Source: an optimization exercise on an open RTL-to-GDS flow (aim: small area, a short achievable clock period and few clock cycles per item). Production flows keep margins and buffers that such runs may drop. RTL that was checked went through simulation tests only; none was proved equivalent to the original.

==> 09-10: inputs <==
==> flow/design.v <==
package cache_pkg;
  localparam int ADDR_BITS = 32;           
  localparam int DATA_BITS = 32;           
  localparam int NUM_SETS  = 8;
  localparam int NUM_WAYS  = 2;
  localparam int INDEX_LSB = 2;            
  localparam int TAG_LSB   = 5;            
  localparam int INDEX_BITS = TAG_LSB - INDEX_LSB;
  localparam int TAG_BITS   = ADDR_BITS - TAG_LSB;
  typedef logic [ADDR_BITS-1:0]  addr_t;
  typedef logic [DATA_BITS-1:0]  data_t;
  typedef logic [TAG_BITS-1:0]   tag_t;
  typedef logic [INDEX_BITS-1:0] index_t;
  typedef logic [1:0]            req_type_t;
  typedef logic                  way_t;    
  localparam req_type_t REQ_READ  = 2'd0;
  localparam req_type_t REQ_WRITE = 2'd1;
  localparam req_type_t REQ_INIT  = 2'd2;   
endpackage
`timescale 1ns/1ps
module cache_top (
  input  logic                 clk,
  input  logic                 reset,
  input  logic                 proc_req,
  input  cache_pkg::req_type_t proc_type,
  input  cache_pkg::addr_t     proc_addr,
  input  cache_pkg::data_t     proc_wdata,
  output cache_pkg::data_t     proc_rdata,
  output logic                 proc_hit,
  output logic                 proc_ack,
  output logic                 mem_req,
  output logic                 mem_we,
  output cache_pkg::addr_t     mem_addr,
  output cache_pkg::data_t     mem_wdata,
  input  cache_pkg::data_t     mem_rdata,
  input  logic                 mem_ack
);
  localparam int S = cache_pkg::NUM_SETS;
  typedef enum logic [2:0] {
    s_idle, s_evict, s_evict_release, s_refill, s_ack
  } state_t;
  cache_pkg::tag_t  tags0 [S];
  cache_pkg::tag_t  tags1 [S];
  cache_pkg::data_t words0 [S];
  cache_pkg::data_t words1 [S];
  logic [S-1:0]     valid0, valid1, dirty0, dirty1;
  logic [S-1:0]     lru;           
  state_t            state;
  cache_pkg::data_t  res;          
  logic [29:0]       maddr;        
  logic              way_q;        
  logic              commit;       
  logic              dirty_we_q;
  logic              dirty_val_q;
  cache_pkg::index_t idx;
  cache_pkg::tag_t   ptag;
  logic is_read, is_write, is_init;
  logic m0, m1, hit, hit_way, victim, vdirty, sel_way;
  cache_pkg::tag_t  t0, t1, vtag;
  cache_pkg::data_t w0, w1, hit_word, vword;
  assign idx      = proc_addr[4:2];
  assign ptag     = proc_addr[31:5];
  assign is_read  = (proc_type == cache_pkg::REQ_READ);
  assign is_write = (proc_type == cache_pkg::REQ_WRITE);
  assign is_init  = proc_type[1];
  assign t0 = tags0[idx];
  assign t1 = tags1[idx];
  assign w0 = words0[idx];
  assign w1 = words1[idx];
  assign m0      = valid0[idx] && (t0 == ptag);
  assign m1      = valid1[idx] && (t1 == ptag);
  assign hit     = m0 | m1;
  assign hit_way = ~m0;                      
  assign victim  = lru[idx];
  assign vdirty  = victim ? (valid1[idx] & dirty1[idx]) : (valid0[idx] & dirty0[idx]);
  assign vtag    = victim ? t1 : t0;
  assign vword   = victim ? w1 : w0;
  assign hit_word = m0 ? w0 : w1;
  assign sel_way = hit ? hit_way : victim;
  logic evict;
  assign evict     = ~hit & ~is_init & vdirty;
  cache_pkg::data_t res0, res1, resv;
  assign res0 = is_read ? w0 : proc_wdata;
  assign res1 = is_read ? w1 : proc_wdata;
  assign resv = is_init ? proc_wdata : vword;
  always_ff @(posedge clk) begin
    case (state)
      s_idle: begin
        res   <= m1 ? res1 : (m0 ? res0 : resv);
        maddr <= {evict ? vtag : ptag, idx};
      end
      s_evict_release: maddr <= {ptag, idx};
      s_refill:        res   <= is_write ? proc_wdata : mem_rdata;
      default: ;
    endcase
  end
  always_ff @(posedge clk) begin
    commit <= 1'b0;
    if (reset) begin
      state    <= s_idle;
      proc_ack <= 1'b0;
      proc_hit <= 1'b0;
      mem_req  <= 1'b0;
    end else begin
      case (state)
        s_idle: if (proc_req) begin
          dirty_val_q <= is_write;
          dirty_we_q  <= ~(is_read & hit);
          way_q       <= sel_way;
          if (hit || is_init) begin
            proc_hit <= hit & ~is_init;
            proc_ack <= 1'b1;
            commit   <= 1'b1;
            state    <= s_ack;
          end else if (!mem_ack) begin
            mem_req <= 1'b1;
            mem_we  <= vdirty;
            state   <= vdirty ? s_evict : s_refill;
          end
        end
        s_evict: if (mem_ack) begin
          mem_req <= 1'b0;
          state   <= s_evict_release;
        end
        s_evict_release: if (!mem_ack) begin
          mem_req <= 1'b1;
          mem_we  <= 1'b0;
          state   <= s_refill;
        end
        s_refill: if (mem_ack) begin
          mem_req  <= 1'b0;
          proc_hit <= 1'b0;
          proc_ack <= 1'b1;
          commit   <= 1'b1;
          state    <= s_ack;
        end
        s_ack: if (!proc_req) begin
          proc_ack <= 1'b0;
          state    <= s_idle;
        end
        default: state <= s_idle;
      endcase
    end
  end
  cache_pkg::index_t cidx;
  assign cidx = maddr[2:0];
  always_ff @(posedge clk) begin
    if (commit) begin
      if (way_q) begin
        tags1[cidx]  <= maddr[29:3];
        words1[cidx] <= res;
      end else begin
        tags0[cidx]  <= maddr[29:3];
        words0[cidx] <= res;
      end
    end
  end
  always_ff @(posedge clk) begin
    if (reset) begin
      valid0 <= '0;
      valid1 <= '0;
      dirty0 <= '0;
      dirty1 <= '0;
      lru    <= '0;
    end else if (commit) begin
      lru[cidx] <= ~way_q;
      if (way_q) begin
        valid1[cidx] <= 1'b1;
        if (dirty_we_q) dirty1[cidx] <= dirty_val_q;
      end else begin
        valid0[cidx] <= 1'b1;
        if (dirty_we_q) dirty0[cidx] <= dirty_val_q;
      end
    end
  end
  assign proc_rdata = res;
  assign mem_wdata  = res;
  assign mem_addr   = {maddr, 2'b00};
endmodule
==> flow/run.sh <==
#!/bin/bash
# synth_recipe.tcl (not shown) runs the flow's synth.tcl, then flattens the netlist and writes it again
# the make line also repeats each setting of config.mk as NAME=value (left out here)
make -C /OpenROAD-flow-scripts/flow DESIGN_CONFIG=/design/flow/config.mk WORK_HOME=/design/flow/orfs CLKGATE_MAP_FILE= SYNTH_SCRIPT=/design/flow/synth_recipe.tcl finish
==> flow/config.mk <==
export PLATFORM = sky130hd
export DESIGN_NAME = cache_top
export DESIGN_NICKNAME = cache_top
export VERILOG_FILES = /design/flow/design.v
export SDC_FILE = /design/flow/constraint.sdc
export NUM_CORES = 4
export LEC_CHECK = 0
export ABC_CLOCK_PERIOD_IN_PS = 2500
export CAP_MARGIN = 20
export CORE_MARGIN = 2
export CORE_UTILIZATION = 40
export SETUP_SLACK_MARGIN = 5
export SLEW_MARGIN = 20
==> flow/constraint.sdc <==
create_clock -name core_clock -period 8.0 [get_ports {clk}]
set_input_delay 1.6000 -clock core_clock [delete_from_list [all_inputs] [get_ports {clk}]]
set_output_delay 1.6000 -clock core_clock [all_outputs]
set_load 0.01 [all_outputs]
==> 05-15: changes against 09-10 <==
==> flow/design.v, changed modules only <==
module cache_top (
  input  logic                 clk,
  input  logic                 reset,
  input  logic                 proc_req,
  input  cache_pkg::req_type_t proc_type,
  input  cache_pkg::addr_t     proc_addr,
  input  cache_pkg::data_t     proc_wdata,
  output cache_pkg::data_t     proc_rdata,
  output logic                 proc_hit,
  output logic                 proc_ack,
  output logic                 mem_req,
  output logic                 mem_we,
  output cache_pkg::addr_t     mem_addr,
  output cache_pkg::data_t     mem_wdata,
  input  cache_pkg::data_t     mem_rdata,
  input  logic                 mem_ack
);
  localparam int S = cache_pkg::NUM_SETS;
  cache_pkg::tag_t  tags0 [S];
  cache_pkg::tag_t  tags1 [S];
  cache_pkg::data_t words0 [S];
  cache_pkg::data_t words1 [S];
  logic [S-1:0]     valid0, valid1, dirty0, dirty1;
  logic [S-1:0]     lru;           
  logic              st_idle;      
  logic              st_evict;     
  logic              st_evrel;     
  logic              st_refill;    
  cache_pkg::data_t  wa;           
  cache_pkg::data_t  wb;           
  logic              sel_resp;     
  logic [29:0]       maddr;        
  logic              way_q;        
  logic              commit;       
  logic              dirty_we_q;   
  logic              dirty_val_q;
  logic              tag_we_q;     
  cache_pkg::index_t idx;
  cache_pkg::tag_t   ptag;
  logic is_read, is_write, is_init;
  logic m0, m1, hit, victim, vdirty, sel_way, evict;
  cache_pkg::tag_t  t0, t1, vtag;
  cache_pkg::data_t w0, w1, vword, oword;
  assign idx      = proc_addr[4:2];
  assign ptag     = proc_addr[31:5];
  assign is_read  = (proc_type == cache_pkg::REQ_READ);
  assign is_write = (proc_type == cache_pkg::REQ_WRITE);
  assign is_init  = proc_type[1];
  assign t0 = tags0[idx];
  assign t1 = tags1[idx];
  assign w0 = words0[idx];
  assign w1 = words1[idx];
  assign m0      = valid0[idx] && (t0 == ptag);
  assign m1      = valid1[idx] && (t1 == ptag);
  assign hit     = m0 | m1;
  assign victim  = lru[idx];
  assign vdirty  = victim ? (valid1[idx] & dirty1[idx]) : (valid0[idx] & dirty0[idx]);
  assign vtag    = victim ? t1 : t0;
  assign vword   = victim ? w1 : w0;
  assign oword   = victim ? w0 : w1;
  assign sel_way = m1 | (~m0 & victim);      
  assign evict   = ~is_init & vdirty;
  logic go, done_now, miss_go;
  assign go       = st_idle & proc_req;
  assign done_now = go & (hit | is_init);                 
  assign miss_go  = go & ~hit & ~is_init & ~mem_ack;      
  always_ff @(posedge clk) begin
    if (reset) begin
      st_idle   <= 1'b1;
      st_evict  <= 1'b0;
      st_evrel  <= 1'b0;
      st_refill <= 1'b0;
      proc_ack  <= 1'b0;
      mem_req   <= 1'b0;
      commit    <= 1'b0;
    end else begin
      st_idle   <= (st_idle & ~done_now & ~miss_go) | (proc_ack & ~proc_req);
      st_evict  <= (miss_go & vdirty) | (st_evict & ~mem_ack);
      st_evrel  <= (st_evict | st_evrel) & mem_ack;
      st_refill <= (miss_go & ~vdirty) | ((st_evrel | st_refill) & ~mem_ack);
      proc_ack  <= done_now | (st_refill & mem_ack) | (proc_ack & proc_req);
      mem_req   <= miss_go | ((st_evict | st_evrel | st_refill) & ~mem_ack);
      commit    <= done_now | (st_refill & mem_ack);
    end
  end
  always_ff @(posedge clk) begin
    if (st_idle) begin
      wa          <= is_read ? oword : proc_wdata;
      wb          <= vword;
      maddr       <= {evict ? vtag : ptag, idx};
      mem_we      <= vdirty;
      dirty_val_q <= is_write;
      dirty_we_q  <= ~(is_read & hit);
      way_q       <= sel_way;
      sel_resp    <= is_read & (victim ? m1 : m0);
      tag_we_q    <= is_init | ~hit;
      proc_hit    <= hit & ~is_init;
    end
    if (st_evrel) begin
      maddr  <= {ptag, idx};
      mem_we <= 1'b0;
    end
    if (st_refill) begin
      wa       <= is_write ? proc_wdata : mem_rdata;
      sel_resp <= 1'b0;
      proc_hit <= 1'b0;
    end
  end
  cache_pkg::index_t cidx;
  assign cidx = maddr[2:0];
  always_ff @(posedge clk) begin
    if (commit) begin
      if (way_q) begin
        if (tag_we_q)   tags1[cidx]  <= maddr[29:3];
        if (dirty_we_q) words1[cidx] <= wa;
      end else begin
        if (tag_we_q)   tags0[cidx]  <= maddr[29:3];
        if (dirty_we_q) words0[cidx] <= wa;
      end
    end
  end
  always_ff @(posedge clk) begin
    if (reset) begin
      valid0 <= '0;
      valid1 <= '0;
      dirty0 <= '0;
      dirty1 <= '0;
      lru    <= '0;
    end else if (commit) begin
      lru[cidx] <= ~way_q;
      if (way_q) begin
        valid1[cidx] <= 1'b1;
        if (dirty_we_q) dirty1[cidx] <= dirty_val_q;
      end else begin
        valid0[cidx] <= 1'b1;
        if (dirty_we_q) dirty0[cidx] <= dirty_val_q;
      end
    end
  end
  assign proc_rdata = sel_resp ? wb : wa;
  assign mem_wdata  = wb;
  assign mem_addr   = {maddr, 2'b00};
endmodule
Settings changed: ABC_CLOCK_PERIOD_IN_PS 2500 to default, CTS_BUF_LIST from default to sky130_fd_sc_hd__clkbuf_16, CTS_CLUSTER_DIAMETER from default to 80, CTS_CLUSTER_SIZE from default to 24, SETUP_SLACK_MARGIN 5 to 4.5.
==> 11-24: changes against 09-10 <==
--- a/flow/design.v
+++ b/flow/design.v
@@ -78,21 +78,4 @@
   assign hit_word = m0 ? w0 : w1;
   assign sel_way = hit ? hit_way : victim;
-  logic evict;
-  assign evict     = ~hit & ~is_init & vdirty;
-  cache_pkg::data_t res0, res1, resv;
-  assign res0 = is_read ? w0 : proc_wdata;
-  assign res1 = is_read ? w1 : proc_wdata;
-  assign resv = is_init ? proc_wdata : vword;
-  always_ff @(posedge clk) begin
-    case (state)
-      s_idle: begin
-        res   <= m1 ? res1 : (m0 ? res0 : resv);
-        maddr <= {evict ? vtag : ptag, idx};
-      end
-      s_evict_release: maddr <= {ptag, idx};
-      s_refill:        res   <= is_write ? proc_wdata : mem_rdata;
-      default: ;
-    endcase
-  end
   always_ff @(posedge clk) begin
     commit <= 1'b0;
@@ -105,8 +88,10 @@
       case (state)
         s_idle: if (proc_req) begin
+          maddr       <= {ptag, idx};
           dirty_val_q <= is_write;
           dirty_we_q  <= ~(is_read & hit);
           way_q       <= sel_way;
           if (hit || is_init) begin
+            res      <= is_read ? hit_word : proc_wdata;
             proc_hit <= hit & ~is_init;
             proc_ack <= 1'b1;
@@ -116,5 +101,11 @@
             mem_req <= 1'b1;
             mem_we  <= vdirty;
-            state   <= vdirty ? s_evict : s_refill;
+            res     <= vword;
+            if (vdirty) begin
+              maddr <= {vtag, idx};
+              state <= s_evict;
+            end else begin
+              state <= s_refill;
+            end
           end
         end
@@ -126,8 +117,10 @@
           mem_req <= 1'b1;
           mem_we  <= 1'b0;
+          maddr   <= {ptag, idx};
           state   <= s_refill;
         end
         s_refill: if (mem_ack) begin
           mem_req  <= 1'b0;
+          res      <= is_write ? proc_wdata : mem_rdata;
           proc_hit <= 1'b0;
           proc_ack <= 1'b1;
Settings changed: ABC_CLOCK_PERIOD_IN_PS 2500 to default, SETUP_SLACK_MARGIN 5 to default.
==> 06-04: changes against 09-10 <==
==> flow/design.v, changed modules only <==
module cache_top (
  input  logic                 clk,
  input  logic                 reset,
  input  logic                 proc_req,
  input  cache_pkg::req_type_t proc_type,
  input  cache_pkg::addr_t     proc_addr,
  input  cache_pkg::data_t     proc_wdata,
  output cache_pkg::data_t     proc_rdata,
  output logic                 proc_hit,
  output logic                 proc_ack,
  output logic                 mem_req,
  output logic                 mem_we,
  output cache_pkg::addr_t     mem_addr,
  output cache_pkg::data_t     mem_wdata,
  input  cache_pkg::data_t     mem_rdata,
  input  logic                 mem_ack
);
  localparam int S = cache_pkg::NUM_SETS;
  typedef enum logic [2:0] {
    s_idle, s_evict, s_evict_release, s_refill, s_ack
  } state_t;
  cache_pkg::tag_t  tags0 [S];
  cache_pkg::tag_t  tags1 [S];
  cache_pkg::data_t words0 [S];
  cache_pkg::data_t words1 [S];
  logic [S-1:0]     valid0, valid1, dirty0, dirty1;
  logic [S-1:0]     lru;           
  state_t            state;
  cache_pkg::data_t  wa;           
  cache_pkg::data_t  wb;           
  logic              sel_resp;     
  logic              sel_evict;    
  cache_pkg::data_t  res;          
  logic [29:0]       maddr;        
  logic              way_q;        
  logic              commit;       
  logic              dirty_we_q;
  logic              dirty_val_q;
  logic              tag_we_q;     
  cache_pkg::index_t idx;
  cache_pkg::tag_t   ptag;
  logic is_read, is_write, is_init;
  logic m0, m1, hit, hit_way, victim, vdirty, sel_way;
  cache_pkg::tag_t  t0, t1, vtag;
  cache_pkg::data_t w0, w1, hit_word, vword;
  assign idx      = proc_addr[4:2];
  assign ptag     = proc_addr[31:5];
  assign is_read  = (proc_type == cache_pkg::REQ_READ);
  assign is_write = (proc_type == cache_pkg::REQ_WRITE);
  assign is_init  = proc_type[1];
  assign t0 = tags0[idx];
  assign t1 = tags1[idx];
  assign w0 = words0[idx];
  assign w1 = words1[idx];
  assign m0      = valid0[idx] && (t0 == ptag);
  assign m1      = valid1[idx] && (t1 == ptag);
  assign hit     = m0 | m1;
  assign hit_way = ~m0;                      
  assign victim  = lru[idx];
  assign vdirty  = victim ? (valid1[idx] & dirty1[idx]) : (valid0[idx] & dirty0[idx]);
  assign vtag    = victim ? t1 : t0;
  assign vword   = victim ? w1 : w0;
  assign hit_word = m0 ? w0 : w1;
  assign sel_way = hit ? hit_way : victim;
  logic evict;
  assign evict     = ~is_init & vdirty;
  always_ff @(posedge clk) begin
    case (state)
      s_idle: begin
        wa        <= is_read ? w0 : proc_wdata;
        wb        <= is_read ? w1 : vword;
        sel_evict <= ~is_read | victim;
        maddr     <= {evict ? vtag : ptag, idx};
      end
      s_evict_release: maddr <= {ptag, idx};
      s_refill:        wa    <= is_write ? proc_wdata : mem_rdata;
      default: ;
    endcase
  end
  always_ff @(posedge clk) begin
    commit <= 1'b0;
    if (reset) begin
      state    <= s_idle;
      proc_ack <= 1'b0;
      proc_hit <= 1'b0;
      mem_req  <= 1'b0;
    end else begin
      case (state)
        s_idle: if (proc_req) begin
          dirty_val_q <= is_write;
          dirty_we_q  <= ~(is_read & hit);
          way_q       <= sel_way;
          sel_resp    <= is_read & m1;
          tag_we_q    <= is_init | ~hit;
          if (hit || is_init) begin
            proc_hit <= hit & ~is_init;
            proc_ack <= 1'b1;
            commit   <= 1'b1;
            state    <= s_ack;
          end else if (!mem_ack) begin
            mem_req <= 1'b1;
            mem_we  <= vdirty;
            state   <= vdirty ? s_evict : s_refill;
          end
        end
        s_evict: if (mem_ack) begin
          mem_req <= 1'b0;
          state   <= s_evict_release;
        end
        s_evict_release: if (!mem_ack) begin
          mem_req <= 1'b1;
          mem_we  <= 1'b0;
          state   <= s_refill;
        end
        s_refill: if (mem_ack) begin
          mem_req  <= 1'b0;
          proc_hit <= 1'b0;
          proc_ack <= 1'b1;
          sel_resp <= 1'b0;
          commit   <= 1'b1;
          state    <= s_ack;
        end
        s_ack: if (!proc_req) begin
          proc_ack <= 1'b0;
          state    <= s_idle;
        end
        default: state <= s_idle;
      endcase
    end
  end
  cache_pkg::index_t cidx;
  assign cidx = maddr[2:0];
  always_ff @(posedge clk) begin
    if (commit) begin
      if (way_q) begin
        if (tag_we_q) tags1[cidx] <= maddr[29:3];
        words1[cidx] <= res;
      end else begin
        if (tag_we_q) tags0[cidx] <= maddr[29:3];
        words0[cidx] <= res;
      end
    end
  end
  always_ff @(posedge clk) begin
    if (reset) begin
      valid0 <= '0;
      valid1 <= '0;
      dirty0 <= '0;
      dirty1 <= '0;
      lru    <= '0;
    end else if (commit) begin
      lru[cidx] <= ~way_q;
      if (way_q) begin
        valid1[cidx] <= 1'b1;
        if (dirty_we_q) dirty1[cidx] <= dirty_val_q;
      end else begin
        valid0[cidx] <= 1'b1;
        if (dirty_we_q) dirty0[cidx] <= dirty_val_q;
      end
    end
  end
  assign res        = sel_resp ? wb : wa;
  assign proc_rdata = res;
  assign mem_wdata  = sel_evict ? wb : wa;
  assign mem_addr   = {maddr, 2'b00};
endmodule
Settings changed: ABC_CLOCK_PERIOD_IN_PS 2500 to 3000, SETUP_SLACK_MARGIN 5 to 4.5.
==> run notes <==
- Clock skew: 09-10 < 06-04 < 11-24 < 05-15.
- Synthesized cell count, highest first: 09-10, 11-24, 05-15, 06-04.
- In register-to-register slack, 05-15 and 06-04 hardly differ.
- Against 11-24, the area after synthesis of 09-10 is higher by 0.52%.
Testbench counts of 05-15, summed over its fixed seeds: cycles 45,681, requests 12,000.
Testbench counts of 11-24, summed over its fixed seeds: cycles 45,681, requests 12,000.
No functional check of the RTL was part of 09-10 and 06-04.

## separate check: timing with driven ports
The results above use ideal ports. As a check the final layouts listed here were re-extracted and re-timed, cells and wires unchanged. Step 1, drivers: a clkbuf_16 drives clk and a buf_2 each remaining input, both assumed. Step 2 adds t to the input delays and takes it off the output delays; t is the mean of the earliest and latest rising clock arrival at the registers after step 1. Input paths then give back, and output paths get back, about the clock's delay inside the block. Slacks: ideal / step 1 / step 2; pairs: ideal / step 1.
run | shift t [ns] | setup WS [ns] | worst setup path at the end | worst register clock-pin slew, ns | worst slew at a driven data input, ns
09-10 | 0.736 | 3.623 / 3.230 / 2.494 | input to register | 0.07 / 0.07 | 0.59
05-15 | 0.756 | 4.251 / 3.860 / 3.104 | input to register | 0.10 / 0.10 | 0.55
11-24 | 0.752 | 2.206 / 2.213 / 1.461 | input to register | 0.06 / 0.06 | 0.12
06-04 | 0.748 | 4.135 / 3.903 / 3.155 | input to register | 0.06 / 0.06 | 0.34
After both steps every run listed still meets setup and hold. For 05-15, which loses most, drivers alone change the setup slack by -0.391 ns; drivers and shift together by -1.147 ns.
